From an optimization exercise on the open Yosys and OpenROAD flow, aimed at small area and a short achievable clock period; shortcuts taken in it are not production practice.
The RTL was checked by simulation tests, not by an equivalence proof against the original design.
Power figures rest on the tool's default switching activity, not on a simulated workload.

### design/flow/run.sh
#!/bin/bash
# synth_recipe.tcl (not shown) runs the flow's synth.tcl, then flattens the netlist and writes it again
# the make line also repeats each setting of config.mk as NAME=value (left out here)
make -C /OpenROAD-flow-scripts/flow DESIGN_CONFIG=/design/flow/config.mk WORK_HOME=/design/flow/orfs CLKGATE_MAP_FILE= SYNTH_SCRIPT=/design/flow/synth_recipe.tcl finish
### design/flow/config.mk
export PLATFORM = sky130hd
export DESIGN_NAME = spi_ram_burst
export DESIGN_NICKNAME = spi_ram_burst
export VERILOG_FILES = /design/flow/design.v
export SDC_FILE = /design/flow/constraint.sdc
export NUM_CORES = 4
export LEC_CHECK = 0
export CAP_MARGIN = 20
export CORE_MARGIN = 2
export CORE_UTILIZATION = 40
export CTS_CLUSTER_DIAMETER = 80
export CTS_CLUSTER_SIZE = 30
export SETUP_SLACK_MARGIN = 1.8
export SLEW_MARGIN = 20
### design/flow/constraint.sdc
create_clock -name core_clock -period 4.0 [get_ports {clk}]
set_input_delay 0.8000 -clock core_clock [delete_from_list [all_inputs] [get_ports {clk}]]
set_output_delay 0.8000 -clock core_clock [all_outputs]
set_load 0.01 [all_outputs]
### design/flow/design.v
module spi_ram_burst #(
    parameter int MEM_DEPTH  = 256,
    parameter int ADDR_SIZE  = 8,
    parameter int DATA_WIDTH = 8,
    parameter bit AUTO_INC   = 1'b1
) (
    input  logic                  clk,
    input  logic                  rst_n,
    input  logic [DATA_WIDTH+1:0] din,
    input  logic                  rx_valid,
    input  logic                  tx_ready,
    output logic [DATA_WIDTH-1:0] dout,
    output logic                  tx_valid,
    output logic                  busy,
    output logic                  cmd_drop
);
    localparam int NCP = 4;   
    logic [1:0] opcode;
    logic [7:0] payload;
    assign opcode  = din[9:8];
    assign payload = din[7:0];
    function automatic logic [15:0] dec4(input logic [3:0] a);
        dec4 = 16'd1 << a;
    endfunction
    logic        rd_mode, more;
    logic        txv_q, busy_q, dmode_q;    
    logic        drop_q;
    logic [7:0]  remaining;
    logic [7:0]  write_address;
    logic [15:0] ra_hi;                     
    logic [7:0]  dout_q;
    logic cmd_waddr, cmd_wdata, cmd_read, hs, hs_more;
    assign cmd_waddr = !rd_mode && rx_valid && (opcode == 2'b00);
    assign cmd_wdata = !rd_mode && rx_valid && (opcode == 2'b01);
    assign cmd_read  = !rd_mode && rx_valid && (opcode == 2'b11);
    assign hs        = rd_mode && tx_ready;
    assign hs_more   = more && tx_ready;
    logic        rd_mode_c [NCP];
    logic        more_c    [NCP];
    logic [15:0] ra_lo     [NCP];
    logic [15:0] lo_next   [NCP];
    logic        ra_inc_c  [NCP];
    for (genvar c = 0; c < NCP; c++) begin : g_ctl
        logic raddr, rdcmd, inc;
        assign raddr = !rd_mode_c[c] && rx_valid && (opcode == 2'b10);
        assign rdcmd = !rd_mode_c[c] && rx_valid && (opcode == 2'b11);
        assign inc   = rdcmd || (more_c[c] && tx_ready);
        assign ra_inc_c[c] = inc;
        assign lo_next[c] = raddr ? dec4(payload[3:0])
                          : inc   ? {ra_lo[c][14:0], ra_lo[c][15]}
                          :         ra_lo[c];
        always_ff @(posedge clk or negedge rst_n) begin
            if (!rst_n) begin
                rd_mode_c[c] <= 1'b0;
                more_c[c]    <= 1'b0;
                ra_lo[c]     <= 16'd1;
            end else begin
                ra_lo[c] <= lo_next[c];
                if (rdcmd) begin
                    rd_mode_c[c] <= 1'b1;
                    more_c[c]    <= (payload != 8'd0);
                end else if (more_c[c] && tx_ready) begin
                    more_c[c]    <= (remaining != 8'd1);
                end else if (rd_mode_c[c] && tx_ready) begin
                    rd_mode_c[c] <= 1'b0;
                end
            end
        end
    end
    logic [15:0] pw_lo, pw_hi;    
    logic [15:0] pn_lo, pn_hi;    
    logic [7:0]  pw_data;
    logic        pw_en;
    logic [15:0] pp_lo, pp_hi;
    logic [7:0]  pp_data;
    logic        pp_en;
    always_ff @(posedge clk) begin
        pw_lo   <= dec4(write_address[3:0]);
        pw_hi   <= cmd_wdata ? dec4(write_address[7:4]) : 16'd0;
        pn_lo   <= ~dec4(write_address[3:0]);
        pn_hi   <= cmd_wdata ? ~dec4(write_address[7:4]) : 16'hffff;
        pw_en   <= cmd_wdata;
        pw_data <= payload;
        pp_lo   <= pw_lo;
        pp_hi   <= pw_hi;
        pp_en   <= pw_en;
        pp_data <= pw_data;
    end
    logic [7:0] mem [256];
    for (genvar w = 0; w < 256; w++) begin : g_word
        logic ld, keep;
        assign ld   = !(pn_hi[w / 16] || pn_lo[w % 16]);
        assign keep = !(pw_hi[w / 16] && pw_lo[w % 16]);
        always_ff @(posedge clk) begin
            mem[w] <= (pw_data & {8{ld}}) | (mem[w] & {8{keep}});
        end
    end
    logic [7:0] grp [16];
    for (genvar i = 0; i < 16; i++) begin : g_grp
        logic [7:0] sel;
        always_comb begin
            sel = '0;
            for (int j = 0; j < 16; j++)
                sel = sel | (mem[16 * i + j] & {8{lo_next[i / (16 / NCP)][j]}});
        end
        always_ff @(posedge clk) grp[i] <= sel;
    end
    logic [7:0] rd_arr;
    always_comb begin
        rd_arr = '0;
        for (int i = 0; i < 16; i++)
            rd_arr = rd_arr | (grp[i] & {8{ra_hi[i]}});
    end
    logic byp_w, byp_p;
    assign byp_w = pw_en && |(pw_lo & ra_lo[0]) && |(pw_hi & ra_hi);
    assign byp_p = pp_en && |(pp_lo & ra_lo[0]) && |(pp_hi & ra_hi);
    logic [7:0] rd_word;
    assign rd_word = byp_w ? pw_data : byp_p ? pp_data : rd_arr;
    logic dout_ld, dout_hold;
    assign dout_ld   = !rd_mode || tx_ready;
    assign dout_hold = dmode_q && !tx_ready;
    always_ff @(posedge clk) begin
        dout_q <= (rd_word & {8{dout_ld}}) | (dout_q & {8{dout_hold}});
    end
    always_ff @(posedge clk or negedge rst_n) begin
        if (!rst_n) begin
            rd_mode       <= 1'b0;
            more          <= 1'b0;
            txv_q         <= 1'b0;
            busy_q        <= 1'b0;
            dmode_q       <= 1'b0;
            drop_q        <= 1'b0;
            remaining     <= '0;
            write_address <= '0;
            ra_hi         <= 16'd1;
        end else begin
            drop_q <= rd_mode && rx_valid;
            if (cmd_read) rd_mode <= 1'b1;
            else if (hs && !more) rd_mode <= 1'b0;
            if (cmd_read) txv_q <= 1'b1;
            else if (txv_q && tx_ready && !more) txv_q <= 1'b0;
            if (cmd_read) busy_q <= 1'b1;
            else if (busy_q && tx_ready && !more) busy_q <= 1'b0;
            if (cmd_read) dmode_q <= 1'b1;
            else if (dmode_q && tx_ready && !more) dmode_q <= 1'b0;
            if (cmd_read) begin
                remaining <= payload;
                more      <= (payload != 8'd0);
            end else if (hs_more) begin
                remaining <= remaining - 1'b1;
                more      <= (remaining != 8'd1);
            end
            if (cmd_waddr) write_address <= payload;
            else if (cmd_wdata) write_address <= write_address + 1'b1;
            if (!rd_mode && rx_valid && (opcode == 2'b10)) ra_hi <= dec4(payload[7:4]);
            else if (ra_inc_c[0] && ra_lo[0][15]) ra_hi <= {ra_hi[14:0], ra_hi[15]};
        end
    end
    assign dout     = dout_q;
    assign tx_valid = txv_q;
    assign busy     = busy_q;
    assign cmd_drop = drop_q;
endmodule
==> out/results.ini, run 1 <==
[global_route]
grt_pass1_vias=69400
initial_antenna_violation_count=22
overflow=0
grt_start_max_net_pins=116
grt_usage_pct=32.8
first_pass_grt_wire_length_um=530000

[power]
peakVddDrop_mv=0.460
totalPowerFinal_mw=68.6
leakagePower_nw=40.8
powerDensity_mw_per_mm2=638

[floorplan]
std_cell_rows=170
initial_utilization_pct=40.2
die_w_um=468
io_pins=25
dieArea_mm2=0.219
die_h_um=468
core-area_mm2=0.215

[yosys]
yosys.area_share.adder_pct=0.116
synthesis.area_per_instance_um2=11.6
post_synth_and_or_nand_nor_area_fraction_pct=4.88
post_syn_instances=7454
postSynth.asyncResetShare_pct=4.57
netlist_area_mm2=0.0863
postSynthNetCount=7476
synth.largest_area_cell=sky130_fd_sc_hd__dfxtp_1
synth_top_flop_cell=sky130_fd_sc_hd__dfxtp_1
synth_top_cells_by_area=sky130_fd_sc_hd__dfxtp_1 53%, sky130_fd_sc_hd__a22o_1 26%, sky130_fd_sc_hd__a221oi_1 5.5%
synth.distinct_cells=54
cell_with_the_most_instances_after_synthesis=sky130_fd_sc_hd__a22o_1
synth_xor_area_share_pct=0.0609
synth.area.mux_share_pct=0.116
yosysWarnings=8
postSynthRegisterBits=2408
synth-compound-area-share_pct=34.6
synth_top_family_by_area=compound AO/OA/AOI/OAI gates
ys_seq_area_share_pct=56.5
synth_largest_type_area_fraction_pct=53.3
synth_enable_flop_cells=0
synthTopCellsByCount=2608 x sky130_fd_sc_hd__a22o_1, 2298 x sky130_fd_sc_hd__dfxtp_1, 543 x sky130_fd_sc_hd__a221oi_1

[route]
met3WireLength_um=45000
number_of_vias_after_detailed_routing=74300
ant_nets=0
top_layer=met5
drt_pass1_iterations=6
met2WireLength_um=163000
detail_route.iter0.violations=10500
post-route-drc-count=0
wl_per_cell_um=36.3
via_per_inst=6.97
detail_route.wirelength.met1_um=153000
routed_wirelength_um=387000

[worst_setup_path]
timing.critical_path.to_type=register
reg2reg_depth=6
worstSetupStartpointType=register
setup.worst_path.class=register to register
timing.critical_path.arrival_ns=3.31
path_max_fanout=6
worstPathRequired_ns=4.74

[timing]
timing.final.crit_share_pct=64.3
timing.final.crit_period_ns=2.57
finalClockSkew_ns=0.0414
report.final.hold_viol_count=0
timing.final.setup_violations=0
timing_max_transition_violations_final=0
relative_max_transition_margin_pct=14.7
worstMarginPinSlew_ns=1.28
rsz0062_at_grt=yes
max_clock_freq_mhz=389
holdWs_ns=0.361

[flow_run]
max-cap-violations=0

[cells_and_area]
drive_gt1_share_pct=24.0
nNetsFinal=7740
syn2layout_area_growth_pct=24.6
n_fill_cell=18400

[outcome]
status=timing/DRC/antenna clean

[clock_tree]
cts_tree=done
cts-buffers-inserted=115
longest_clk_path_bufs=3
clock_tree.htree_level_count=3
clock_latency_ns=0.85
clock_root_buffer_master=sky130_fd_sc_hd__clkbuf_16
clock-sinks=2408
clk_transition_reported_paths_ns=0.11

[placement]
hpwl_um=226000
gp_congestion=1.06
io_buffers=24

[min_path]
worst_hold_path_stage_count=0
hold_class=register to register

-- through the flow --
stage                     util (%)  instance area, um2  setup slack, ns  cells  setup TNS, ns
final                         50.1              108000             1.43  10700              0
after global routing          50.1              107000             1.49  10600              0
after CTS                     48.5              104000             1.61  10500              0
after detailed placement      43.7               93800          0.00703  10000              0
after global placement        43.7               93800          -0.0250  10000        -0.0250
after floorplan                  -               89400             1.49   7454              0
-- area by class of cell --
class / instances / area (um2) / share of cell area (%)
well taps: 2838 / 3550 / 3.30
multi-input cells: 4380 / 41000 / 38.1
inverters: 40 / 150 / 0.140
clock buffers: 122 / 2960 / 2.75
repair buffers: 773 / 9870 / 9.17
flip-flops and latches: 2408 / 48900 / 45.5
clock inverters: 83 / 1130 / 1.05
diodes: 20 / 50.0 / 0.0465
-- where the power goes --
part | switching (mW) | internal, mW | leakage [nW]
Sequential | 3.10 | 26.0 | 19.9
Clock | 9.07 | 6.16 | 1.97
Combinational | 14.4 | 9.88 | 18.9
-- path summary, 6_finish.rpt --
path | startpoint | endpoint | slack (ns)
setup / recovery | ra_hi[2] | dout_q[3] | 1.43
hold / removal | pw_en | pp_en | 0.36
setup reg to reg | ra_hi[2] | dout_q[3] | 1.43
hold reg to reg | pw_en | pp_en | 0.36
max in group asynchronous | rst_n | ra_lo[0][1] | 2.39
min in group asynchronous | rst_n | ra_lo[2][15] | 0.65
-- layer usage --
layer / global-route usage [%] / vias to the layer above
met5: 0 / -
met4: 18.5 / 16
met3: 8.15 / 1154
met2: 48.3 / 4938
met1: 43.9 / 37700
li1: - / 30500
-- flip-flops by register name, summed over array words and instances (netlist names), 8 cells and up --
| name | count |
|---|---|
| dout_q | 8 |
| grp | 128 |
| mem | 2048 |
| pn_hi | 16 |
| pn_lo | 16 |
| pp_data | 8 |
| pp_hi | 16 |
| pp_lo | 16 |
| pw_data | 8 |
| pw_hi | 16 |
| pw_lo | 16 |
| ra_hi | 16 |
| ra_lo | 64 |
| remaining | 8 |
| write_address | 8 |
-- worst max-delay path, cell delays in order, from the launching register on --
cell and delay [ns]:
sky130_fd_sc_hd__dfrtp_2 0.50, sky130_fd_sc_hd__buf_6 0.16, sky130_fd_sc_hd__a22o_1 0.23, sky130_fd_sc_hd__a221oi_4 0.34, sky130_fd_sc_hd__nand4_1 0.47, sky130_fd_sc_hd__mux2_4 0.45
sky130_fd_sc_hd__a221o_1 0.30
-- logic make-up after synthesis --
family | Yosys count
AOI/OAI and AO/OA | 3442
xor gates and xnor gates | 6
adders and majority gates | 8
buffers and inverters | 669
DFF | 2408
muxes | 9
and+or+nand+nor | 912
-- placed cells by master, fill, tap and decap left out, drive strengths merged, types with 7 or more instances in the layout --
| master | instances |
|---|---|
| a21oi | 96 |
| a221o | 8 |
| a221oi | 560 |
| a22o | 2608 |
| a31oi | 64 |
| and2 | 16 |
| and4b | 9 |
| and4bb | 9 |
| buf | 727 |
| bufbuf | 9 |
| clkbuf | 150 |
| clkinv | 26 |
| clkinvlp | 7 |
| dfrtp | 105 |
| dfxtp | 2298 |
| diode | 20 |
| ha | 8 |
| inv | 85 |
| mux2 | 8 |
| nand2 | 315 |
| nand2b | 10 |
| nand3 | 11 |
| nand4 | 140 |
| nor2 | 348 |
| nor3 | 20 |
| o21ai | 94 |
| o22ai | 10 |
-- what timing repair did --
action	in CTS	in global routing
resized for setup	744	191
endpoints found under the hold margin	33	0
endpoints found under the setup margin	207	139
pin swaps	227	203
gates cloned	45	35
hold buffers	1	0
setup buffers	205	144
==> inputs of run 2 (changes only) <==
--- a/design/flow/config.mk
+++ b/design/flow/config.mk
@@ -7,8 +7,9 @@
 export LEC_CHECK = 0
 export CAP_MARGIN = 20
 export CORE_MARGIN = 2
-export CORE_UTILIZATION = 40
-export CTS_CLUSTER_DIAMETER = 80
-export CTS_CLUSTER_SIZE = 30
+export CORE_UTILIZATION = 50
+export CTS_CLUSTER_DIAMETER = 75
+export CTS_CLUSTER_SIZE = 24
+export PLACE_DENSITY = 0.65
 export SETUP_SLACK_MARGIN = 1.8
 export SLEW_MARGIN = 20
==> out/results.ini, run 2 <==
[placement]
gp_congestion=1.02  ; -3.7%
io_buffers=24  ; unchanged
hpwl_um=219000  ; -3.1%

[floorplan]
std_cell_rows=152  ; -11%
die_h_um=419  ; -10%
core-area_mm2=0.172  ; -20%
io_pins=25  ; unchanged
initial_utilization_pct=50.3  ; +10 points
die_w_um=419  ; -10%
dieArea_mm2=0.176  ; -20%

[clock_tree]
clock_latency_ns=0.83  ; -0.02 ns
cts_tree=done
clk_transition_reported_paths_ns=0.09  ; -0.02 ns
cts-buffers-inserted=136  ; +18%
clock_root_buffer_master=sky130_fd_sc_hd__clkbuf_16
clock_tree.htree_level_count=4  ; +1
longest_clk_path_bufs=3  ; unchanged
clock-sinks=2408  ; unchanged

[worst_setup_path]
startpoint=rd_mode_c[0]
worstSetupStartpointType=register
critPathSlowestCell=sky130_fd_sc_hd__dfrtp_1
path_max_fanout=8  ; +2
timing.critical_path.arrival_ns=3.09  ; -0.22 ns
worstPathRequired_ns=4.62  ; -0.12 ns
most_numerous_cell_on_the_critical_path=sky130_fd_sc_hd__buf_6
slowest_stage_delay_on_critical_path_ns=0.45  ; -0.05 ns
setup.worst_path.class=register to register
timing.critical_path.to_type=register
crit_path_cell_chain=nand4b_4 > buf_6 > buf_12 > a31oi_4 > a21oi_4 > buf_6 > a22o_1 > a221oi_2 > nand4_1
critical_path.reg2reg.startpoint=rd_mode_c[0]

[yosys]
yosysWarnings=8  ; unchanged
post_syn_instances=7454  ; unchanged
cell_with_the_most_instances_after_synthesis=sky130_fd_sc_hd__a22o_1
synth_top_flop_cell=sky130_fd_sc_hd__dfxtp_1
synth_top_cells_by_area=sky130_fd_sc_hd__dfxtp_1 53%, sky130_fd_sc_hd__a22o_1 26%, sky130_fd_sc_hd__a221oi_1 5.5%
synth_enable_flop_cells=0  ; unchanged
postSynthNetCount=7476  ; unchanged
postSynth.asyncResetShare_pct=4.57  ; unchanged
synth.largest_area_cell=sky130_fd_sc_hd__dfxtp_1
postSynthRegisterBits=2408  ; unchanged
synthesis.area_per_instance_um2=11.6  ; unchanged
synth.distinct_cells=54  ; unchanged
ys_seq_area_share_pct=56.5  ; unchanged
netlist_area_mm2=0.0863  ; unchanged
synthTopCellsByCount=2608 x sky130_fd_sc_hd__a22o_1, 2298 x sky130_fd_sc_hd__dfxtp_1, 543 x sky130_fd_sc_hd__a221oi_1
synth_largest_type_area_fraction_pct=53.3  ; unchanged

[cells_and_area]
number_of_flip_flops_in_the_largest_register=2048  ; unchanged
layout.cells.most_common_list=2550 x sky130_fd_sc_hd__a22o_1, 2250 x sky130_fd_sc_hd__dfxtp_1, 409 x sky130_fd_sc_hd__a221oi_2, 370 x sky130_fd_sc_hd__buf_4, 322 x sky130_fd_sc_hd__nor2_1
biggestRegsByFlops=mem (2048), grp (128), ra_lo (64)
layout_commonest_cell=sky130_fd_sc_hd__a22o_1
n_fill_cell=13500  ; -27%
syn2layout_area_growth_pct=22.4
final_core_utilization_pct=61.6  ; +11 points
drive_gt1_share_pct=22.8  ; -1.2 points
nNetsFinal=7680  ; -0.78%
top_register=mem

[global_route]
grt_pass1_vias=68500  ; -1.3%
grt_start_max_net_pins=109  ; -6.0%
initial_antenna_violation_count=32  ; +45%
first_pass_grt_wire_length_um=512000  ; -3.4%
grt_usage_pct=39.6  ; +6.8 points
overflow=0  ; unchanged

[timing]
relative_max_transition_margin_pct=17.5  ; +2.8 points
report.final.hold_viol_count=0  ; unchanged
timing.final.crit_period_ns=2.47  ; -0.104 ns
rsz0062_at_grt=yes
finalClockSkew_ns=0.0375  ; -0.00383 ns
max_clock_freq_mhz=405  ; +4.2%
timing.final.crit_share_pct=61.7  ; -2.6 points
timing_max_transition_violations_final=0  ; unchanged
holdWs_ns=0.367  ; +0.00606 ns
timing.final.setup_violations=0  ; unchanged
worstMarginPinSlew_ns=1.24  ; -0.0419 ns

[min_path]
hold_class=register to register
hold_path.startpoint=pw_en

[route]
post-route-drc-count=0  ; unchanged
detail_route.iter0.violations=10300  ; -1.8%
number_of_vias_after_detailed_routing=74500  ; +0.22%
via_per_inst=7.39  ; +6.0%
routed_wirelength_um=370000  ; -4.2%
drt_pass1_iterations=6  ; unchanged
ant_nets=0  ; unchanged
wl_per_cell_um=36.7  ; +1.3%

[power]
leakagePower_nw=40.2  ; -1.2%
totalPowerFinal_mw=67.9  ; -0.94%
peakVddDrop_mv=0.460  ; about the same
powerDensity_mw_per_mm2=643  ; +0.85%

[flow_run]
max-cap-violations=0  ; unchanged

[outcome]
status=timing/DRC/antenna clean

run 2: cell counts after synthesis:
Identical to the previous run, type by type.
run 2: stage by stage:
step | instance area (um2) | instances | setup WS (ns) | TNS (ns)
finish | 106000 | 10100 | 1.53 | 0
global route | 106000 | 10100 | 1.55 | 0
CTS | 102000 | 9856 | 1.64 | 0
detailed placement | 93000 | 9474 | 0.159 | 0
global placement | 93000 | 9471 | -0.307 | -13.55
floorplan | 89400 | 7454 | 1.49 | 0
run 2: what timing repair did:
item,CTS,global route
hold endpoints to repair,27,0
endpoints found under the setup margin,182,139
resized for setup,530,297
hold buffers,1,0
pin swaps,103,217
cloned,32,27
setup buffers,129,167
run 2: area by class of cell:
cell class                      instances  area, um2  share of cell area, %
Multi-Input combinational cell       4380      40700                   38.5
Antenna cell                           30       75.1                 0.0711
Clock inverter                         57        787                  0.745
Inverter                               40        150                  0.142
Tap cell                             2310       2890                   2.74
Timing Repair Buffer                  692       8450                   8.00
Sequential cell                      2408      48900                   46.3
Clock buffer                          163       3730                   3.54
run 2: worst max-delay path, delay by kind of cell (launching register included):
kind	cells	cell delay (ns)
AOI/OAI and AO/OA	4	0.77
DFF	1	0.45
and+or+nand+nor	2	0.54
buffers and inverters	3	0.52
run 2: power breakdown:
| part | internal (mW) | total [mW] | switching, mW |
|---|---|---|---|
| Sequential | 26.0 | 29.0 | 3.02 |
| Combinational | 8.97 | 22.7 | 13.7 |
| Clock | 7.53 | 16.3 | 8.72 |
run 2: logic make-up after synthesis:
group                      share of synthesized area, %
and+or+nand+nor                                    4.88
adders and majority gates                         0.116
AOI/OAI and AO/OA                                  34.6
DFF                                                56.5
buffers and inverters                              3.67
muxes                                             0.116
xor gates and xnor gates                         0.0609
run 2: final timing paths:
path	endpoint	cells past startpoint	slack, ns
min in group asynchronous	ra_lo[2][7]	2	0.55
max in group asynchronous	ra_lo[3][0]	3	2.53
worst max register to register	grp[2][7]	9	1.53
worst max-delay path	grp[2][7]	9	1.53
worst min register to register	pp_en	0	0.37
worst min-delay path	pp_en	0	0.37
run 2: per-layer routing:
layer	vias to the layer above	global-route usage (%)	part of all wire, %
li1	30400	-	-
met1	37400	53.2	38
met2	5457	56.4	41
met3	1248	11.3	13
met4	22	23.8	7.0
met5	-	0	0.041
==> inputs of run 3 (changes only) <==
--- a/design/flow/design.v
+++ b/design/flow/design.v
@@ -68,7 +68,6 @@
         end
     end
     logic [15:0] pw_lo, pw_hi;    
-    logic [15:0] pn_lo, pn_hi;    
     logic [7:0]  pw_data;
     logic        pw_en;
     logic [15:0] pp_lo, pp_hi;
@@ -77,8 +76,6 @@
     always_ff @(posedge clk) begin
         pw_lo   <= dec4(write_address[3:0]);
         pw_hi   <= cmd_wdata ? dec4(write_address[7:4]) : 16'd0;
-        pn_lo   <= ~dec4(write_address[3:0]);
-        pn_hi   <= cmd_wdata ? ~dec4(write_address[7:4]) : 16'hffff;
         pw_en   <= cmd_wdata;
         pw_data <= payload;
         pp_lo   <= pw_lo;
@@ -88,11 +85,8 @@
     end
     logic [7:0] mem [256];
     for (genvar w = 0; w < 256; w++) begin : g_word
-        logic ld, keep;
-        assign ld   = !(pn_hi[w / 16] || pn_lo[w % 16]);
-        assign keep = !(pw_hi[w / 16] && pw_lo[w % 16]);
         always_ff @(posedge clk) begin
-            mem[w] <= (pw_data & {8{ld}}) | (mem[w] & {8{keep}});
+            if (pw_hi[w / 16] && pw_lo[w % 16]) mem[w] <= pw_data;
         end
     end
     logic [7:0] grp [16];
--- a/design/flow/config.mk
+++ b/design/flow/config.mk
@@ -5,11 +5,11 @@
 export SDC_FILE = /design/flow/constraint.sdc
 export NUM_CORES = 4
 export LEC_CHECK = 0
-export CAP_MARGIN = 20
+export CAP_MARGIN = 5
 export CORE_MARGIN = 2
 export CORE_UTILIZATION = 50
 export CTS_CLUSTER_DIAMETER = 75
 export CTS_CLUSTER_SIZE = 24
 export PLACE_DENSITY = 0.65
 export SETUP_SLACK_MARGIN = 1.8
-export SLEW_MARGIN = 20
+export SLEW_MARGIN = 5
==> out/results.ini, run 3 <==
[cells_and_area]
layout.cells.most_common_list=2048 x sky130_fd_sc_hd__edfxtp_1, 548 x sky130_fd_sc_hd__a22o_1, 419 x sky130_fd_sc_hd__a221oi_2, 288 x sky130_fd_sc_hd__buf_4, 276 x sky130_fd_sc_hd__and2_1
final-seq-area_mm2=0.0688  ; +41%
top_register=mem
syn2layout_area_growth_pct=22.0
layout_commonest_cell=sky130_fd_sc_hd__edfxtp_1
final_core_utilization_pct=61.3  ; -0.26 points
drive_gt1_share_pct=30.0  ; +7.1 points
n_fill_cell=11800  ; -12%
number_of_flip_flops_in_the_largest_register=2048  ; unchanged
post-route-cell-area_mm2=0.105  ; -0.53%
multi_input_comb_area_mm2=0.0216  ; -47%
biggestRegsByFlops=mem (2048), grp (128), ra_lo (64)
nNetsFinal=5220  ; -32%
layoutNonFillerInstCount=7672  ; -24%

[power]
p_sw_share_pct=35.4  ; -2.1 points
power_switching_mw=25.6  ; +0.74%
power.combinational.fraction_pct=39.5  ; +6.1 points
powerDensity_mw_per_mm2=690  ; +7.2%
leakagePower_nw=34.2  ; -15%
power.share.clock_pct=19.5  ; -4.4 points
sequentialPowerShare_pct=41.0  ; -1.7 points
totalPowerFinal_mw=72.5  ; +6.7%
power.internal_mw=46.8  ; +10%
peakVddDrop_mv=0.531  ; +15%

[yosys]
synthTopCellsByCount=2048 x sky130_fd_sc_hd__edfxtp_1, 560 x sky130_fd_sc_hd__a22o_1, 549 x sky130_fd_sc_hd__a221oi_1
post_syn_instances=4757  ; -36%
postSynthRegisterBits=2376  ; -1.3%
synth.distinct_cells=55  ; +1.9%
synth.largest_area_cell=sky130_fd_sc_hd__edfxtp_1
ys_seq_area_share_pct=79.7  ; +23 points
netlist_area_mm2=0.0861  ; -0.19%
postSynth.asyncResetShare_pct=4.63  ; +0.062 points
yosysWarnings=8  ; unchanged
postSynthNetCount=4779  ; -36%
synth_top_flop_cell=sky130_fd_sc_hd__edfxtp_1
synth_largest_type_area_fraction_pct=71.4  ; +18 points
synth_top_cells_by_area=sky130_fd_sc_hd__edfxtp_1 71%, sky130_fd_sc_hd__a22o_1 5.7%, sky130_fd_sc_hd__a221oi_1 5.6%
synth_enable_flop_cells=2048  ; +2048
synthesis.area_per_instance_um2=18.1  ; +56%
cell_with_the_most_instances_after_synthesis=sky130_fd_sc_hd__edfxtp_1

[route]
number_of_vias_after_detailed_routing=52400  ; -30%
drt_pass1_iterations=6  ; unchanged
via_per_inst=6.82  ; -7.7%
routed_wirelength_um=279000  ; -25%
wl_per_cell_um=36.4  ; -0.85%
ant_nets=0  ; unchanged
post-route-drc-count=0  ; unchanged
detail_route.iter0.violations=8837  ; -14%

[timing]
timing_max_transition_violations_final=0  ; unchanged
worstMarginPinSlew_ns=1.42  ; +0.178 ns
timing.final.setup_violations=0  ; unchanged
min_setup_slack_post_route_ns=1.57  ; +0.0381 ns
max_clock_freq_mhz=411  ; +1.6%
holdWs_ns=0.125  ; -0.242 ns
fin_setup_tns_ns=0  ; unchanged
rsz0062_at_grt=yes
finalClockSkew_ns=0.0476  ; +0.0100 ns
timing.final.crit_share_pct=60.8  ; -0.95 points
report.final.hold_viol_count=0  ; unchanged
timing.final.crit_period_ns=2.43  ; -0.0381 ns
relative_max_transition_margin_pct=5.66  ; -12 points

[placement]
pre_cts_ws_ns=-0.334  ; -0.493 ns
gp_congestion=0.965  ; -5.6%
postPlaceCellArea_mm2=0.0937  ; +0.67%
place_inst=7067  ; -25%
hpwl_um=156000  ; -29%
io_buffers=24  ; unchanged

[floorplan]
std_cell_rows=152  ; unchanged
dieArea_mm2=0.176  ; -0.19%
die_h_um=419  ; about the same
initial_utilization_pct=50.3  ; about the same
core-area_mm2=0.171  ; -0.11%
die_w_um=419  ; about the same
io_pins=25  ; unchanged

[global_route]
grt_start_max_net_pins=97  ; -11%
grt_usage_pct=31.0  ; -8.6 points
grt_pass1_vias=48800  ; -29%
first_pass_grt_wire_length_um=383000  ; -25%
initial_antenna_violation_count=21  ; -34%
overflow=0  ; unchanged

[worst_setup_path]
timing.critical_path.to_type=register
regToRegSetupSlack_ns=1.57  ; +0.04 ns
cp_depth=9  ; unchanged
slowest_stage_delay_on_critical_path_ns=0.46  ; about the same
critPathSlowestCell=sky130_fd_sc_hd__dfrtp_2
crit_path_cell_chain=nand4b_4 > buf_6 > buf_6 > a31oi_4 > a21oi_4 > buf_6 > a22o_1 > a221oi_2 > nand4_1
worstPathRequired_ns=4.65  ; +0.03 ns
path_delay_family=compound AO/OA/AOI/OAI gates
worstSetupStartpointType=register
worst_r2r_end=grp[8][0]
timing.critical_path.arrival_ns=3.08  ; about the same
worst_setup_path_endpoint=grp[8][0]
setup.worst_path.class=register to register
critical_path.reg2reg.startpoint=rd_mode_c[2]
startpoint=rd_mode_c[2]
most_numerous_cell_on_the_critical_path=sky130_fd_sc_hd__buf_6
path_max_fanout=7  ; -1
path_buf_inv=3  ; unchanged
reg2reg_depth=9  ; unchanged

[clock_tree]
cts-buffers-inserted=121  ; -11%
cts_tree=done
clk_transition_reported_paths_ns=0.10  ; about the same
longest_clk_path_bufs=3  ; unchanged
clock-sinks=2376  ; -1.3%
clock_latency_ns=0.84  ; about the same
clock_root_buffer_master=sky130_fd_sc_hd__clkbuf_16
clock_tree.htree_level_count=3  ; -1

[outcome]
status=timing/DRC/antenna clean

[min_path]
hold_class=input pin to asynchronous set/reset pin

[flow_run]
max-cap-violations=0  ; unchanged

run 3: changes by cell type in the layout (fill, tap and decap cells not counted), moves of 31 or more:
cell,before,now
sky130_fd_sc_hd__buf_4,370,288
sky130_fd_sc_hd__nor2_1,322,45
sky130_fd_sc_hd__clkbuf_1,13,52
sky130_fd_sc_hd__nand2_1,314,48
sky130_fd_sc_hd__a22o_4,56,12
sky130_fd_sc_hd__inv_1,40,9
sky130_fd_sc_hd__edfxtp_1,0,2048
sky130_fd_sc_hd__a221oi_1,45,79
sky130_fd_sc_hd__and2_1,11,276
sky130_fd_sc_hd__dfxtp_1,2250,173
sky130_fd_sc_hd__a221oi_4,106,62
sky130_fd_sc_hd__a22o_1,2550,548
sky130_fd_sc_hd__diode_2,30,62
run 3: power groups by stage:
stage	logic [mW]	clock network [mW]	registers (mW)
CTS	25.6	14.2	29.5
global route	29.1	15.0	29.7
floorplan	12.2	0	29.0
global placement	20.2	0	30.0
finish	28.6	14.2	29.7
detailed placement	20.3	0	30.0
run 3: how the worst min path moves through the flow:
stage               start            to  slack, ns  cells past startpoint
finish              rst_n  ra_lo[1][13]       0.12                      1
global route        rst_n   ra_lo[1][1]       0.17                      1
CTS                 rst_n  ra_lo[1][14]       0.16                      1
detailed placement  pw_en         pp_en       0.35                      0
global placement    pw_en         pp_en       0.34                      0
floorplan           pw_en         pp_en       0.32                      0
run 3: cells by family after synthesis:
logic type      share of synthesized area [%]
simple gates                             4.55
fa+ha+maj                               0.116
compound gates                           13.6
xor+xnor                               0.0712
mux                                     0.153
buf+inv                                  1.88
flops                                    79.7
run 3: what timing repair did:
item | CTS | global route
pin swaps | 155 | 192
resized for setup | 653 | 171
buffers inserted | 184 | 72
cloned | 45 | 17
endpoints found under the setup margin | 207 | 137
hold buffers | 0 | 0
run 3: per-layer routing:
metal	global-route usage, %	part of all wire, %
met2	48.0	46
met4	12.4	4.7
met3	5.71	11
met5	0.278	0.028
met1	43.7	38
run 3: layout make-up:
type,count,area share [%]
flip-flops and latches,2376,65.4
multi-input cells,2077,20.5
well taps,2310,2.75
inverters,9,0.0321
repair buffers,613,7.48
diodes,62,0.148
clock inverters,44,0.422
clock buffers,181,3.21
run 3: worst register-to-register path, delay by kind of cell, from the launching register on:
kind	cells	cell delay, ns
buffers and inverters	3	0.47
and+or+nand+nor	2	0.49
AOI/OAI and AO/OA	4	0.84
DFF	1	0.46
==> inputs of run 4 (changes only) <==
--- a/design/flow/config.mk
+++ b/design/flow/config.mk
@@ -11,5 +11,5 @@
 export CTS_CLUSTER_DIAMETER = 75
 export CTS_CLUSTER_SIZE = 24
 export PLACE_DENSITY = 0.65
-export SETUP_SLACK_MARGIN = 1.8
+export SETUP_SLACK_MARGIN = 1.55
 export SLEW_MARGIN = 5
==> out/results.ini, run 4 <==
[cells_and_area]
syn2layout_area_growth_pct=15.0
nNetsFinal=4948  ; -5.2%
layout.cells.most_common_list=2048 x sky130_fd_sc_hd__edfxtp_1, 560 x sky130_fd_sc_hd__a22o_1, 385 x sky130_fd_sc_hd__a221oi_2, 276 x sky130_fd_sc_hd__and2_1, 222 x sky130_fd_sc_hd__buf_4
number_of_flip_flops_in_the_largest_register=2048  ; unchanged
n_fill_cell=12600  ; +6.5%
biggestRegsByFlops=mem (2048), grp (128), ra_lo (64)
drive_gt1_share_pct=22.6  ; -7.4 points
top_register=mem
layout_commonest_cell=sky130_fd_sc_hd__edfxtp_1

[worst_setup_path]
worstSetupStartpointType=input pin
timing.critical_path.to_type=register
worst_r2r_end=grp[15][4]
reg2reg_depth=8  ; -1
worst_setup_path_endpoint=grp[9][0]
critical_path.reg2reg.startpoint=rd_mode_c[3]
regToRegSetupSlack_ns=1.55  ; -0.02 ns
path_max_fanout=19  ; +12
startpoint=din[1]
timing.critical_path.arrival_ns=3.15  ; +0.07 ns
worstPathRequired_ns=4.62  ; -0.03 ns
setup.worst_path.class=input pin to register

[yosys]
cell_with_the_most_instances_after_synthesis=sky130_fd_sc_hd__edfxtp_1
synth_largest_type_area_fraction_pct=71.4  ; unchanged
postSynthRegisterBits=2376  ; unchanged
synthesis.area_per_instance_um2=18.1  ; unchanged
synth_top_flop_cell=sky130_fd_sc_hd__edfxtp_1
synthTopCellsByCount=2048 x sky130_fd_sc_hd__edfxtp_1, 560 x sky130_fd_sc_hd__a22o_1, 549 x sky130_fd_sc_hd__a221oi_1
postSynthNetCount=4779  ; unchanged
yosysWarnings=8  ; unchanged
ys_seq_area_share_pct=79.7  ; unchanged
netlist_area_mm2=0.0861  ; unchanged
postSynth.asyncResetShare_pct=4.63  ; unchanged
synth.distinct_cells=55  ; unchanged
synth_enable_flop_cells=2048  ; unchanged
synth.largest_area_cell=sky130_fd_sc_hd__edfxtp_1
synth_top_cells_by_area=sky130_fd_sc_hd__edfxtp_1 71%, sky130_fd_sc_hd__a22o_1 5.7%, sky130_fd_sc_hd__a221oi_1 5.6%
post_syn_instances=4757  ; unchanged

[floorplan]
dieArea_mm2=0.176  ; unchanged
io_pins=25  ; unchanged
die_w_um=419  ; unchanged
die_h_um=419  ; unchanged
std_cell_rows=152  ; unchanged
initial_utilization_pct=50.3  ; unchanged
core-area_mm2=0.171  ; unchanged

[timing]
timing.final.setup_violations=0  ; unchanged
timing_max_transition_violations_final=0  ; unchanged
relative_max_transition_margin_pct=7.98  ; +2.3 points
fin_setup_tns_ns=0  ; unchanged
timing.final.crit_share_pct=63.4  ; +2.6 points
report.final.hold_viol_count=0  ; unchanged
max_clock_freq_mhz=394  ; -4.2%
holdWs_ns=0.139  ; +0.0138 ns
finalClockSkew_ns=0.0459  ; -0.00169 ns
rsz0062_at_grt=yes
timing.final.crit_period_ns=2.54  ; +0.105 ns
worstMarginPinSlew_ns=1.38  ; -0.0348 ns

[route]
ant_nets=0  ; unchanged
detail_route.iter0.violations=7477  ; -15%
top_layer=met5
met2WireLength_um=119000  ; -7.8%
wl_per_cell_um=34.7  ; -4.6%
routed_wirelength_um=256000  ; -8.4%
number_of_vias_after_detailed_routing=49400  ; -5.7%
drt_pass1_iterations=6  ; unchanged
detail_route.wirelength.met1_um=102000  ; -3.1%
post-route-drc-count=0  ; unchanged
met3WireLength_um=24400  ; -23%
via_per_inst=6.70  ; -1.8%

[global_route]
overflow=0  ; unchanged
initial_antenna_violation_count=17  ; -19%
first_pass_grt_wire_length_um=360000  ; -5.9%
grt_usage_pct=28.9  ; -2.1 points
grt_pass1_vias=47100  ; -3.5%
grt_start_max_net_pins=97  ; unchanged

[clock_tree]
clk_transition_reported_paths_ns=0.10  ; about the same
clock_tree.htree_level_count=3  ; unchanged
postCtsHoldBufs=0  ; unchanged
clock-sinks=2376  ; unchanged
longest_clk_path_bufs=3  ; unchanged
cts_tree=done
clock_root_buffer_master=sky130_fd_sc_hd__clkbuf_16
clock_latency_ns=0.82  ; -0.02 ns
cts-buffers-inserted=121  ; unchanged

[outcome]
status=timing/DRC/antenna clean

[flow_run]
max-cap-violations=0  ; unchanged

[power]
peakVddDrop_mv=0.536  ; +0.86%
powerDensity_mw_per_mm2=657  ; -4.8%
leakagePower_nw=31.7  ; -7.4%

[placement]
io_buffers=24  ; unchanged
gp_congestion=0.965  ; unchanged
hpwl_um=156000  ; unchanged

[min_path]
hold_class=input pin to asynchronous set/reset pin

==> run 4: cell count changes in the layout (fill, tap and decap cells not counted), sizes merged <==
cell           change
buf              -260
diode             -31
clkbuf            -15
dlygate4sd2       +11
bufbuf             -9
clkdlybuf4s15      +4
and4b              -2
and4bb             -1
==> run 4: cell type report <==
type                       count  area (um2)  share of cell area (%)
antenna                       31        77.6                  0.0783
clock buffer                 181        3380                    3.41
clock inverter                44         443                   0.447
inverter                       9        33.8                  0.0341
multi-input combinational   2074       19700                    19.9
sequential                  2376       68700                    69.4
tap                         2310        2890                    2.92
timing repair buffer         344        3840                    3.87
==> run 4: report_power, final <==
part	total, mW	internal (mW)	leakage (nW)	switching, mW
Sequential	29.6	27.9	21.5	1.74
Combinational	21.3	8.52	8.33	12.8
Clock	14.1	6.11	1.85	8.00
Total	65.0	42.5	31.7	22.6
==> run 4: worst min path at each step <==
| stage | end | slack, ns | cells after the start |
|---|---|---|---|
| after floorplan | pp_en | 0.32 | 0 |
| after global placement | pp_en | 0.34 | 0 |
| after detailed placement | pp_en | 0.35 | 0 |
| after CTS | ra_lo[1][14] | 0.16 | 1 |
| after global routing | ra_lo[1][13] | 0.18 | 1 |
| final | ra_lo[1][13] | 0.14 | 1 |
==> run 4: cell families after synthesis <==
logic type	Yosys count	share of synthesized area [%]
adders and majority gates	8	0.116
DFF	2376	79.7
muxes	12	0.153
AOI/OAI and AO/OA	1388	13.6
and+or+nand+nor	656	4.55
buffers and inverters	310	1.88
xor gates and xnor gates	7	0.0712
==> run 4: what timing repair did <==
item                                    in CTS  in global routing
endpoints found under the setup margin     176                 94
resized for setup                          213                 68
pin swaps                                   18                  7
gates cloned                                 7                  2
endpoints found under the hold margin        0                  0
setup buffers                               29                  8
==> run 4: layer usage <==
metal | vias to the layer above | track usage (%)
met3 | 465 | 5.69
met4 | 8 | 10.9
met2 | 2729 | 44.7
met5 | - | 0
li1 | 20300 | -
met1 | 25900 | 40.9
==> run 4: metrics by stage <==
| step | cells | worst slack, ns | area, um2 | utilization, % | power, mW |
|---|---|---|---|---|---|
| floorplan | 4757 | 1.50 | 89000 | - | 41.2 |
| global placement | 7067 | -0.303 | 93700 | 54.7 | 50.2 |
| global route | 7342 | 1.47 | 99000 | 57.8 | 66.7 |
| finish | 7369 | 1.46 | 99100 | 57.8 | 65.0 |
| CTS | 7328 | 1.47 | 98600 | 57.6 | 64.6 |
| detailed placement | 7067 | -0.334 | 93700 | 54.7 | 50.3 |
==> run 4: critical path, stage by stage <==
cell and delay (ns):
sky130_fd_sc_hd__clkdlybuf4s15_2 0.37, sky130_fd_sc_hd__buf_4 0.26, sky130_fd_sc_hd__and4_1 0.41, sky130_fd_sc_hd__nor2_2 0.23, sky130_fd_sc_hd__a21oi_4 0.05, sky130_fd_sc_hd__buf_12 0.17, sky130_fd_sc_hd__a22o_1 0.23, sky130_fd_sc_hd__a221oi_2 0.32
sky130_fd_sc_hd__nand4_1 0.28
==> inputs of run 5 (changes only) <==
--- a/design/flow/config.mk
+++ b/design/flow/config.mk
@@ -7,9 +7,9 @@
 export LEC_CHECK = 0
 export CAP_MARGIN = 5
 export CORE_MARGIN = 2
-export CORE_UTILIZATION = 50
+export CORE_UTILIZATION = 56
 export CTS_CLUSTER_DIAMETER = 75
 export CTS_CLUSTER_SIZE = 24
-export PLACE_DENSITY = 0.65
+export PLACE_DENSITY = 0.7
 export SETUP_SLACK_MARGIN = 1.55
 export SLEW_MARGIN = 5
==> out/results.ini, run 5 <==
[cells_and_area]
post-route-cell-area_mm2=0.0982  ; -0.87%
top_register=mem
layout.cells.most_common_list=2048 x sky130_fd_sc_hd__edfxtp_1, 559 x sky130_fd_sc_hd__a22o_1, 380 x sky130_fd_sc_hd__a221oi_2, 277 x sky130_fd_sc_hd__and2_1, 198 x sky130_fd_sc_hd__buf_4
n_fill_cell=10100  ; -20%
biggestRegsByFlops=mem (2048), grp (128), ra_lo (64)
layoutNonFillerInstCount=7042  ; -4.4%
drive_gt1_share_pct=22.0  ; -0.58 points
number_of_flip_flops_in_the_largest_register=2048  ; unchanged
syn2layout_area_growth_pct=14.0
nNetsFinal=4921  ; -0.55%
layout_commonest_cell=sky130_fd_sc_hd__edfxtp_1
final_core_utilization_pct=64.5  ; +6.7 points

[yosys]
post_syn_instances=4757  ; unchanged
ys_seq_area_share_pct=79.7  ; unchanged
synth_top_flop_cell=sky130_fd_sc_hd__edfxtp_1
synth.largest_area_cell=sky130_fd_sc_hd__edfxtp_1
netlist_area_mm2=0.0861  ; unchanged
synthTopCellsByCount=2048 x sky130_fd_sc_hd__edfxtp_1, 560 x sky130_fd_sc_hd__a22o_1, 549 x sky130_fd_sc_hd__a221oi_1
synth_top_cells_by_area=sky130_fd_sc_hd__edfxtp_1 71%, sky130_fd_sc_hd__a22o_1 5.7%, sky130_fd_sc_hd__a221oi_1 5.6%
cell_with_the_most_instances_after_synthesis=sky130_fd_sc_hd__edfxtp_1
synth_largest_type_area_fraction_pct=71.4  ; unchanged
yosysWarnings=8  ; unchanged
synth.distinct_cells=55  ; unchanged
synth_enable_flop_cells=2048  ; unchanged
synthesis.area_per_instance_um2=18.1  ; unchanged
postSynth.asyncResetShare_pct=4.63  ; unchanged
postSynthRegisterBits=2376  ; unchanged
postSynthNetCount=4779  ; unchanged

[placement]
hpwl_um=153000  ; -2.1%
place_inst=6760  ; -4.3%
io_buffers=24  ; unchanged
postPlaceCellArea_mm2=0.0931  ; -0.62%
gp_congestion=0.989  ; +2.5%

[clock_tree]
clk_transition_reported_paths_ns=0.09  ; about the same
longest_clk_path_bufs=3  ; unchanged
cts-buffers-inserted=117  ; -3.3%
clock-sinks=2376  ; unchanged
cts_tree=done
clock_tree.htree_level_count=3  ; unchanged
clock_root_buffer_master=sky130_fd_sc_hd__clkbuf_16
clock_latency_ns=0.79  ; -0.03 ns

[timing]
rsz0062_at_grt=yes
relative_max_transition_margin_pct=22.9  ; +15 points
worstMarginPinSlew_ns=1.16  ; -0.223 ns
timing.final.crit_share_pct=62.3  ; -1.1 points
timing.final.setup_violations=0  ; unchanged
finalClockSkew_ns=0.0293  ; -0.0165 ns
report.final.hold_viol_count=0  ; unchanged
timing.final.crit_period_ns=2.49  ; -0.0441 ns
max_clock_freq_mhz=401  ; +1.8%
fin_setup_tns_ns=0  ; unchanged
timing_max_transition_violations_final=0  ; unchanged

[power]
power.combinational.fraction_pct=32.5  ; -0.3 points
power.internal_mw=42.4  ; -0.31%
power_switching_mw=22.0  ; -2.5%
powerDensity_mw_per_mm2=655  ; -0.19%
power.share.clock_pct=21.5  ; -0.2 points
peakVddDrop_mv=0.385  ; -28%
leakagePower_nw=31.5  ; -0.78%
totalPowerFinal_mw=64.4  ; -1.1%
p_sw_share_pct=34.2  ; -0.50 points
sequentialPowerShare_pct=45.9  ; +0.4 points

[route]
via_per_inst=6.97  ; +4.0%
post-route-drc-count=0  ; unchanged
wl_per_cell_um=35.6  ; +2.5%
drt_pass1_iterations=8  ; +2
routed_wirelength_um=251000  ; -2.0%
number_of_vias_after_detailed_routing=49100  ; -0.59%
ant_nets=0  ; unchanged
detail_route.iter0.violations=7991  ; +6.9%

[worst_setup_path]
timing.critical_path.to_type=register
slowest_stage_delay_on_critical_path_ns=0.45  ; +0.04 ns
worstPathRequired_ns=4.59  ; -0.03 ns
timing.critical_path.arrival_ns=3.08  ; -0.07 ns
worst_r2r_end=dout_q[5]
critical_path.reg2reg.startpoint=ra_hi[12]
critPathSlowestCell=sky130_fd_sc_hd__clkdlybuf4s50_1
crit_path_cell_chain=clkdlybuf4s50_1 > buf_12 > and4bb_2 > nor2_2 > a21oi_4 > buf_12 > a22o_4 > a221oi_2 > nand4_1
most_numerous_cell_on_the_critical_path=sky130_fd_sc_hd__buf_12
worstSetupStartpointType=input pin
path_max_fanout=19  ; unchanged
reg2reg_depth=5  ; -3
regToRegSetupSlack_ns=1.53  ; -0.02 ns
setup.worst_path.class=input pin to register

[floorplan]
io_pins=25  ; unchanged
initial_utilization_pct=56.6  ; +6.3 points
std_cell_rows=143  ; -5.9%
dieArea_mm2=0.157  ; -11%
die_h_um=396  ; -5.5%
die_w_um=396  ; -5.5%
core-area_mm2=0.152  ; -11%

[global_route]
initial_antenna_violation_count=17  ; unchanged
first_pass_grt_wire_length_um=356000  ; -1.1%
groute.layer.met3.usage_pct=6.17  ; +0.48 points
met1_usage_pct=45.5  ; +4.5 points
use_met2_pct=49.0  ; +4.3 points
grt_start_max_net_pins=99  ; +2.1%
busiest_layer=met2
grt_pass1_vias=47100  ; -0.036%
overflow=0  ; unchanged
grt_usage_pct=31.8  ; +2.9 points

[outcome]
status=timing/DRC/antenna clean

[flow_run]
max-cap-violations=0  ; unchanged

[min_path]
hold_class=input pin to asynchronous set/reset pin

-- run 5: cell counts after synthesis --
Identical to the previous run, type by type.
-- run 5: power groups by stage --
stage / Sequential, mW / Clock [mW] / Combinational [mW]
final: 29.6 / 13.9 / 20.9
after global placement: 29.9 / 0 / 19.5
after global routing: 29.6 / 14.8 / 21.7
after detailed placement: 29.9 / 0 / 19.6
after floorplan: 29.0 / 0 / 12.2
after CTS: 29.4 / 13.9 / 20.2
-- run 5: cell type report --
type | count | area (um2) | area share [%]
tap | 2030 | 2540 | 2.59
clock buffer | 191 | 3340 | 3.40
timing repair buffer | 323 | 3660 | 3.72
antenna | 11 | 27.5 | 0.0280
inverter | 9 | 33.8 | 0.0344
multi-input combinational | 2072 | 19500 | 19.9
sequential | 2376 | 68700 | 70.0
clock inverter | 30 | 354 | 0.361
-- run 5: logic make-up after synthesis --
| kind of cell | Yosys count | synth area share (%) |
|---|---|---|
| AOI/OAI and AO/OA | 1388 | 13.6 |
| xor gates and xnor gates | 7 | 0.0712 |
| adders and majority gates | 8 | 0.116 |
| buffers and inverters | 310 | 1.88 |
| DFF | 2376 | 79.7 |
| muxes | 12 | 0.153 |
| and+or+nand+nor | 656 | 4.55 |
-- run 5: repair_timing --
| item | CTS | global route |
|---|---|---|
| endpoints found under the setup margin | 190 | 136 |
| gates resized for setup | 171 | 108 |
| setup buffers | 35 | 10 |
| hold buffers | 0 | 0 |
| pin swaps | 17 | 13 |
| cloned | 5 | 0 |
-- run 5: how the worst max path moves through the flow --
stage / start / to / slack (ns) / cells after the start
after floorplan: din[9] / grp[14][6] / 1.50 / 11
after global placement: din[1] / grp[3][5] / -0.02 / 11
after detailed placement: din[1] / grp[3][5] / -0.04 / 11
after CTS: din[8] / grp[4][7] / 1.54 / 11
after global routing: more_c[1] / grp[6][7] / 1.49 / 8
final: din[3] / grp[0][2] / 1.51 / 9
-- run 5: worst max-delay path, delay by kind of cell --
family	cells	cell delay, ns
buffers and inverters	3	0.83
AOI/OAI and AO/OA	3	0.57
and+or+nand+nor	3	0.85
-- run 5: layer usage --
| metal | routed length (um) | vias up |
|---|---|---|
| met2 | 117000 | 3133 |
| li1 | - | 20200 |
| met3 | 28500 | 467 |
| met4 | 9850 | 16 |
| met5 | 103 | - |
| met1 | 95800 | 25300 |
-- run 5: stage by stage --
stage	worst slack, ns	hold slack, ns
final	1.51	0.0724
after global routing	1.49	0.109
after CTS	1.54	0.0717
after detailed placement	-0.0398	0.355
after global placement	-0.0201	0.336
after floorplan	1.50	0.323
==> inputs of run 6 (changes only) <==
--- a/design/flow/config.mk
+++ b/design/flow/config.mk
@@ -11,5 +11,5 @@
 export CTS_CLUSTER_DIAMETER = 75
 export CTS_CLUSTER_SIZE = 24
 export PLACE_DENSITY = 0.7
-export SETUP_SLACK_MARGIN = 1.55
+export SETUP_SLACK_MARGIN = 1.8
 export SLEW_MARGIN = 5
==> out/results.ini, run 6 <==
[outcome]
status=timing/DRC/antenna clean

[global_route]
met1_usage_pct=46.9  ; +1.4 points
grt_start_max_net_pins=99  ; unchanged
first_pass_grt_wire_length_um=370000  ; +3.9%
overflow=0  ; unchanged
initial_antenna_violation_count=19  ; +2
busiest_layer=met2
use_met2_pct=50.7  ; +1.8 points
groute.layer.met3.usage_pct=6.90  ; +0.73 points
grt_usage_pct=33.2  ; +1.4 points
grt_pass1_vias=48600  ; +3.2%

[timing]
max_clock_freq_mhz=410  ; +2.1%
worstMarginPinSlew_ns=1.14  ; -0.0134 ns
timing.final.setup_violations=0  ; unchanged
timing.final.crit_share_pct=61.0  ; -1.3 points
fin_setup_tns_ns=0  ; unchanged
holdWs_ns=0.0639  ; -0.00851 ns
rsz0062_at_grt=yes
report.final.hold_viol_count=0  ; unchanged
timing.final.crit_period_ns=2.44  ; -0.0522 ns
finalClockSkew_ns=0.0300  ; +0.000646 ns
relative_max_transition_margin_pct=23.8  ; +0.90 points
timing_max_transition_violations_final=0  ; unchanged

[yosys]
postSynthNetCount=4779  ; unchanged
post_syn_instances=4757  ; unchanged
postSynthRegisterBits=2376  ; unchanged
synth_largest_type_area_fraction_pct=71.4  ; unchanged
synthesis.area_per_instance_um2=18.1  ; unchanged
synth.distinct_cells=55  ; unchanged
synth_enable_flop_cells=2048  ; unchanged
synthTopCellsByCount=2048 x sky130_fd_sc_hd__edfxtp_1, 560 x sky130_fd_sc_hd__a22o_1, 549 x sky130_fd_sc_hd__a221oi_1
synth_top_cells_by_area=sky130_fd_sc_hd__edfxtp_1 71%, sky130_fd_sc_hd__a22o_1 5.7%, sky130_fd_sc_hd__a221oi_1 5.6%
cell_with_the_most_instances_after_synthesis=sky130_fd_sc_hd__edfxtp_1
postSynth.asyncResetShare_pct=4.63  ; unchanged
netlist_area_mm2=0.0861  ; unchanged
synth.largest_area_cell=sky130_fd_sc_hd__edfxtp_1
yosysWarnings=8  ; unchanged
synth_top_flop_cell=sky130_fd_sc_hd__edfxtp_1
ys_seq_area_share_pct=79.7  ; unchanged

[route]
ant_nets=0  ; unchanged
routed_wirelength_um=274000  ; +9.2%
drt_pass1_iterations=8  ; unchanged
wl_per_cell_um=37.4  ; +5.0%
detail_route.iter0.violations=9225  ; +15%
via_per_inst=7.09  ; +1.7%
post-route-drc-count=0  ; unchanged
number_of_vias_after_detailed_routing=51900  ; +5.8%

[clock_tree]
postCtsHoldBufs=0  ; unchanged
clock_root_buffer_master=sky130_fd_sc_hd__clkbuf_16
clock_tree.htree_level_count=3  ; unchanged
longest_clk_path_bufs=3  ; unchanged
cts_tree=done
clock_latency_ns=0.79  ; about the same
clock-sinks=2376  ; unchanged
cts-buffers-inserted=117  ; unchanged
clk_transition_reported_paths_ns=0.10  ; about the same

[worst_setup_path]
timing.critical_path.to_type=register
worstSetupStartpointType=register
path_max_fanout=6  ; -13
worstPathRequired_ns=4.66  ; +0.07 ns
timing.critical_path.arrival_ns=3.10  ; +0.02 ns
setup.worst_path.class=register to register

[power]
power_switching_mw=24.8  ; +13%
leakagePower_nw=33.9  ; +7.8%
power.share.clock_pct=19.6  ; -1.9 points
powerDensity_mw_per_mm2=683  ; +4.2%
power.combinational.fraction_pct=38.7  ; +6.2 points
p_sw_share_pct=35.0  ; +0.78 points
power.internal_mw=46.2  ; +9.0%
sequentialPowerShare_pct=41.7  ; -4.2 points
peakVddDrop_mv=0.404  ; +4.8%

[floorplan]
std_cell_rows=143  ; unchanged
die_w_um=396  ; unchanged
initial_utilization_pct=56.6  ; unchanged
core-area_mm2=0.152  ; unchanged
dieArea_mm2=0.157  ; unchanged
io_pins=25  ; unchanged
die_h_um=396  ; unchanged

[cells_and_area]
layout.cells.most_common_list=2048 x sky130_fd_sc_hd__edfxtp_1, 543 x sky130_fd_sc_hd__a22o_1, 427 x sky130_fd_sc_hd__a221oi_2, 292 x sky130_fd_sc_hd__buf_4, 276 x sky130_fd_sc_hd__and2_1
nNetsFinal=5187  ; +5.4%
syn2layout_area_growth_pct=20.8
multi_input_comb_area_mm2=0.0216  ; +11%
number_of_flip_flops_in_the_largest_register=2048  ; unchanged
n_fill_cell=9266  ; -8.0%
layout_commonest_cell=sky130_fd_sc_hd__edfxtp_1
biggestRegsByFlops=mem (2048), grp (128), ra_lo (64)
drive_gt1_share_pct=29.9  ; +7.9 points
top_register=mem
layoutNonFillerInstCount=7321  ; +4.0%
final-seq-area_mm2=0.0688  ; about the same

[placement]
gp_congestion=0.989  ; unchanged
hpwl_um=153000  ; unchanged
place_inst=6760  ; unchanged
io_buffers=24  ; unchanged

[min_path]
hold_class=input pin to asynchronous set/reset pin

[flow_run]
max-cap-violations=0  ; unchanged

[run 6: worst paths after layout]
kind / startpoint / to / slack [ns] / depth (start not counted)
max in group asynchronous: rst_n / ra_lo[0][0] / 3.03 / 2
worst min-delay path: rst_n / busy_q / 0.06 / 1
worst max register to register: rd_mode_c[0] / grp[0][6] / 1.56 / 9
worst min register to register: pw_en / pp_en / 0.37 / 0
worst max-delay path: rd_mode_c[0] / grp[0][6] / 1.56 / 9
min in group core_clock: din[1] / pw_data[1] / 0.27 / 1
[run 6: area by class of cell]
cell class                 count  area share, %
sequential                  2376           66.1
multi-input combinational   2075           20.8
timing repair buffer         586           7.04
clock buffer                 191           3.21
tap                         2030           2.44
clock inverter                30          0.340
antenna                       24         0.0577
inverter                       9         0.0325
[run 6: power groups by stage]
stage               Combinational, mW  Sequential [mW]  Clock [mW]
floorplan                        12.2             29.0           0
global placement                 19.5             29.9           0
detailed placement               19.6             29.9           0
CTS                              23.5             29.4        13.9
global route                     28.0             29.6        14.7
finish                           27.5             29.6        13.9
[run 6: stage by stage]
stage	area [um2]	utilization (%)	setup slack [ns]	power, mW
finish	104000	68.3	1.56	71.0
global route	104000	68.3	1.54	72.3
CTS	101000	66.3	1.68	66.8
detailed placement	93100	61.1	-0.0398	49.6
global placement	93100	61.1	-0.0201	49.4
floorplan	89000	-	1.50	41.2
[run 6: kinds of logic (layout without fill, tap and decap cells)]
| group | count (synthesis) | after routing | synth area share [%] |
|---|---|---|---|
| AO/OA/AOI/OAI | 1388 | 1389 | 13.6 |
| XOR/XNOR | 7 | 7 | 0.0712 |
| adder cells (fa/ha/maj) | 8 | 8 | 0.116 |
| buffers and inverters | 310 | 816 | 1.88 |
| flip-flops | 2376 | 2376 | 79.7 |
| multiplexers | 12 | 12 | 0.153 |
| other | 0 | 24 | 0 |
| AND/OR/NAND/NOR | 656 | 659 | 4.55 |
[run 6: worst max-delay path, stage by stage, from the launching register on]
cell and delay (ns):
sky130_fd_sc_hd__dfrtp_2 0.45, sky130_fd_sc_hd__nand4b_4 0.25, sky130_fd_sc_hd__buf_6 0.20, sky130_fd_sc_hd__buf_6 0.13
sky130_fd_sc_hd__a31oi_4 0.23, sky130_fd_sc_hd__a21oi_4 0.16, sky130_fd_sc_hd__buf_6 0.18, sky130_fd_sc_hd__a22o_1 0.23
sky130_fd_sc_hd__a221oi_2 0.32, sky130_fd_sc_hd__nand4_1 0.15
[run 6: routing by layer]
metal	wire length (um)	vias to the layer above
met5	174	-
met4	14300	6
met3	34000	698
met2	125000	3878
met1	100000	26500
li1	-	20800
[run 6: timing repair]
action / 4_1_cts / 5_1_grt
pin swaps: 125 / 187
gates resized for setup: 564 / 267
setup endpoints to repair: 206 / 137
cloned: 26 / 29
buffers inserted: 154 / 107
==> inputs of run 7 (changes only) <==
--- a/design/flow/config.mk
+++ b/design/flow/config.mk
@@ -11,5 +11,5 @@
 export CTS_CLUSTER_DIAMETER = 75
 export CTS_CLUSTER_SIZE = 24
 export PLACE_DENSITY = 0.7
-export SETUP_SLACK_MARGIN = 1.8
+export SETUP_SLACK_MARGIN = 1.4
 export SLEW_MARGIN = 5
==> out/results.ini, run 7 <==
[outcome]
status=timing/DRC/antenna clean

[clock_tree]
cts_tree=done
cts-buffers-inserted=114  ; -2.6%
clk_transition_reported_paths_ns=0.10  ; about the same
clock_latency_ns=0.77  ; -0.02 ns
longest_clk_path_bufs=3  ; unchanged
clock_root_buffer_master=sky130_fd_sc_hd__clkbuf_16
postCtsHoldBufs=0  ; unchanged
clock-sinks=2376  ; unchanged
clock_tree.htree_level_count=3  ; unchanged

[global_route]
grt_pass1_vias=47000  ; -3.2%
overflow=0  ; unchanged
grt_usage_pct=31.4  ; -1.8 points
use_met2_pct=48.3  ; -2.4 points
grt_start_max_net_pins=143  ; +44%
met1_usage_pct=45.1  ; -1.9 points
first_pass_grt_wire_length_um=351000  ; -5.3%
busiest_layer=met2
initial_antenna_violation_count=19  ; unchanged
groute.layer.met3.usage_pct=6.09  ; -0.81 points

[worst_setup_path]
critical_path.reg2reg.startpoint=ra_hi[2]
path_delay_family=compound AO/OA/AOI/OAI gates
slowest_stage_delay_on_critical_path_ns=0.67  ; +0.22 ns
worstPathRequired_ns=4.67  ; about the same
path_max_fanout=12  ; +6
timing.critical_path.to_type=register
regToRegSetupSlack_ns=1.35  ; -0.21 ns
worst_r2r_end=dout_q[2]
path_buf_inv=0  ; -3
setup.worst_path.class=register to register
reg2reg_depth=5  ; -4
crit_path_cell_chain=a22o_1 > a221oi_1 > nand4_1 > mux2_2 > a221o_1
cp_depth=5  ; -4
critPathSlowestCell=sky130_fd_sc_hd__dfrtp_1
worstSetupStartpointType=register
timing.critical_path.arrival_ns=3.32  ; +0.22 ns

[timing]
rsz0062_at_grt=yes
finalClockSkew_ns=0.0301  ; +0.000106 ns
holdWs_ns=0.0440  ; -0.0200 ns
relative_max_transition_margin_pct=18.9  ; -4.8 points
timing_max_transition_violations_final=0  ; unchanged
max_clock_freq_mhz=377  ; -8.0%
timing.final.crit_share_pct=66.3  ; +5.3 points
timing.final.crit_period_ns=2.65  ; +0.212 ns
worstMarginPinSlew_ns=1.22  ; +0.0726 ns
fin_setup_tns_ns=0  ; unchanged
min_setup_slack_post_route_ns=1.35  ; -0.212 ns
report.final.hold_viol_count=0  ; unchanged
timing.final.setup_violations=0  ; unchanged

[route]
routed_wirelength_um=250000  ; -8.7%
via_per_inst=7.05  ; -0.62%
ant_nets=0  ; unchanged
post-route-drc-count=0  ; unchanged
wl_per_cell_um=35.5  ; -5.2%
detail_route.iter0.violations=8103  ; -12%
number_of_vias_after_detailed_routing=49700  ; -4.3%
drt_pass1_iterations=6  ; -2

[floorplan]
io_pins=25  ; unchanged
core-area_mm2=0.152  ; unchanged
initial_utilization_pct=56.6  ; unchanged
std_cell_rows=143  ; unchanged
die_h_um=396  ; unchanged
die_w_um=396  ; unchanged
dieArea_mm2=0.157  ; unchanged

[cells_and_area]
drive_gt1_share_pct=15.6  ; -14 points
multi_input_comb_area_mm2=0.0177  ; -18%
nNetsFinal=4917  ; -5.2%
syn2layout_area_growth_pct=11.7
n_fill_cell=10200  ; +11%
biggestRegsByFlops=mem (2048), grp (128), ra_lo (64)
number_of_flip_flops_in_the_largest_register=2048  ; unchanged
final-seq-area_mm2=0.0687  ; -0.12%
layout_commonest_cell=sky130_fd_sc_hd__edfxtp_1
final_core_utilization_pct=63.2  ; -5.2 points
post-route-cell-area_mm2=0.0962  ; -7.5%
top_register=mem
layout.cells.most_common_list=2048 x sky130_fd_sc_hd__edfxtp_1, 560 x sky130_fd_sc_hd__a22o_1, 439 x sky130_fd_sc_hd__a221oi_1, 279 x sky130_fd_sc_hd__and2_1, 200 x sky130_fd_sc_hd__buf_4

[yosys]
synth_top_cells_by_area=sky130_fd_sc_hd__edfxtp_1 71%, sky130_fd_sc_hd__a22o_1 5.7%, sky130_fd_sc_hd__a221oi_1 5.6%
post_syn_instances=4757  ; unchanged
netlist_area_mm2=0.0861  ; unchanged
postSynthNetCount=4779  ; unchanged
synth_top_flop_cell=sky130_fd_sc_hd__edfxtp_1
synth_enable_flop_cells=2048  ; unchanged
yosysWarnings=8  ; unchanged
postSynthRegisterBits=2376  ; unchanged
cell_with_the_most_instances_after_synthesis=sky130_fd_sc_hd__edfxtp_1
postSynth.asyncResetShare_pct=4.63  ; unchanged
synth.largest_area_cell=sky130_fd_sc_hd__edfxtp_1
synth_largest_type_area_fraction_pct=71.4  ; unchanged
synthTopCellsByCount=2048 x sky130_fd_sc_hd__edfxtp_1, 560 x sky130_fd_sc_hd__a22o_1, 549 x sky130_fd_sc_hd__a221oi_1
ys_seq_area_share_pct=79.7  ; unchanged
synth.distinct_cells=55  ; unchanged
synthesis.area_per_instance_um2=18.1  ; unchanged

[flow_run]
max-cap-violations=0  ; unchanged

[power]
sequentialPowerShare_pct=47.0  ; +5.3 points
powerDensity_mw_per_mm2=653  ; -4.3%
peakVddDrop_mv=0.487  ; +21%
power.combinational.fraction_pct=31.5  ; -7.2 points
p_sw_share_pct=33.9  ; -1.1 points
power_switching_mw=21.3  ; -14%
power.internal_mw=41.6  ; -10%
power.share.clock_pct=21.5  ; +1.9 points
leakagePower_nw=30.8  ; -9.1%

[placement]
io_buffers=24  ; unchanged
pre_cts_ws_ns=0.101  ; +0.141 ns
postPlaceCellArea_mm2=0.0909  ; -2.4%
hpwl_um=150000  ; -2.2%
gp_congestion=0.986  ; -0.25%

[min_path]
hold_class=input pin to asynchronous set/reset pin

==> run 7: changes by cell type in the layout (fill, tap and decap cells not counted), moves of 36 or more <==
| cell | delta |
|---|---|
| sky130_fd_sc_hd__a221oi_2 | -311 |
| sky130_fd_sc_hd__a31oi_4 | -45 |
| sky130_fd_sc_hd__a221oi_4 | -56 |
| sky130_fd_sc_hd__buf_12 | -36 |
| sky130_fd_sc_hd__a221oi_1 | +367 |
| sky130_fd_sc_hd__buf_4 | -92 |
| sky130_fd_sc_hd__buf_6 | -75 |
==> run 7: cell type report <==
| type | instances | share of cell area (%) |
|---|---|---|
| Antenna cell | 33 | 0.0859 |
| Clock buffer | 188 | 3.41 |
| Clock inverter | 22 | 0.285 |
| Inverter | 9 | 0.0351 |
| Multi-Input combinational cell | 2075 | 18.4 |
| Sequential cell | 2376 | 71.4 |
| Tap cell | 2030 | 2.64 |
| Timing Repair Buffer | 319 | 3.74 |
==> run 7: cell families after synthesis <==
group	synth area share [%]
and+or+nand+nor	4.55
adders and majority gates	0.116
AOI/OAI and AO/OA	13.6
xor gates and xnor gates	0.0712
muxes	0.153
DFF	79.7
buffers and inverters	1.88
==> run 7: worst max-delay path by stage <==
stage,slack [ns],endpoint,start
floorplan,1.42,grp[14][2],din[9]
global placement,0.15,grp[2][0],din[8]
detailed placement,0.10,grp[2][0],din[8]
CTS,1.39,grp[10][1],tx_ready
global route,1.34,grp[5][5],rx_valid
finish,1.35,dout_q[2],ra_hi[2]
==> run 7: per-stage QoR <==
stage / total power, mW / cells
finish: 62.9 / 7052
global route: 64.3 / 7019
CTS: 61.8 / 7010
detailed placement: 48.1 / 6776
global placement: 48.0 / 6776
floorplan: 39.0 / 4757
==> run 7: per-layer routing <==
layer	vias up	wire, um
li1	20200	-
met1	25500	94500
met2	3526	115000
met3	483	30400
met4	4	10100
met5	-	22
==> run 7: timing repair <==
action / CTS / global route
setup endpoints to repair: 145 / 133
cloned: 5 / 2
gates resized for setup: 169 / 126
setup buffers: 19 / 7
pin swaps: 8 / 8
==> run 7: power groups by stage <==
stage | Combinational [mW] | Sequential [mW] | Clock (mW)
2_1_floorplan | 9.98 | 29.0 | 0
3_3_place_gp | 18.0 | 29.9 | 0
3_5_place_dp | 18.2 | 29.9 | 0
4_1_cts | 18.8 | 29.4 | 13.5
5_1_grt | 20.4 | 29.5 | 14.4
6_report | 19.8 | 29.6 | 13.5

Setup slack of run 7, layout unchanged: 1.347 ns with ideal ports, 1.346 ns with driving cells assumed (clock clkbuf_16, inputs buf_2), 0.572 ns with port delays also shifted by the 0.841 ns mid clock arrival.
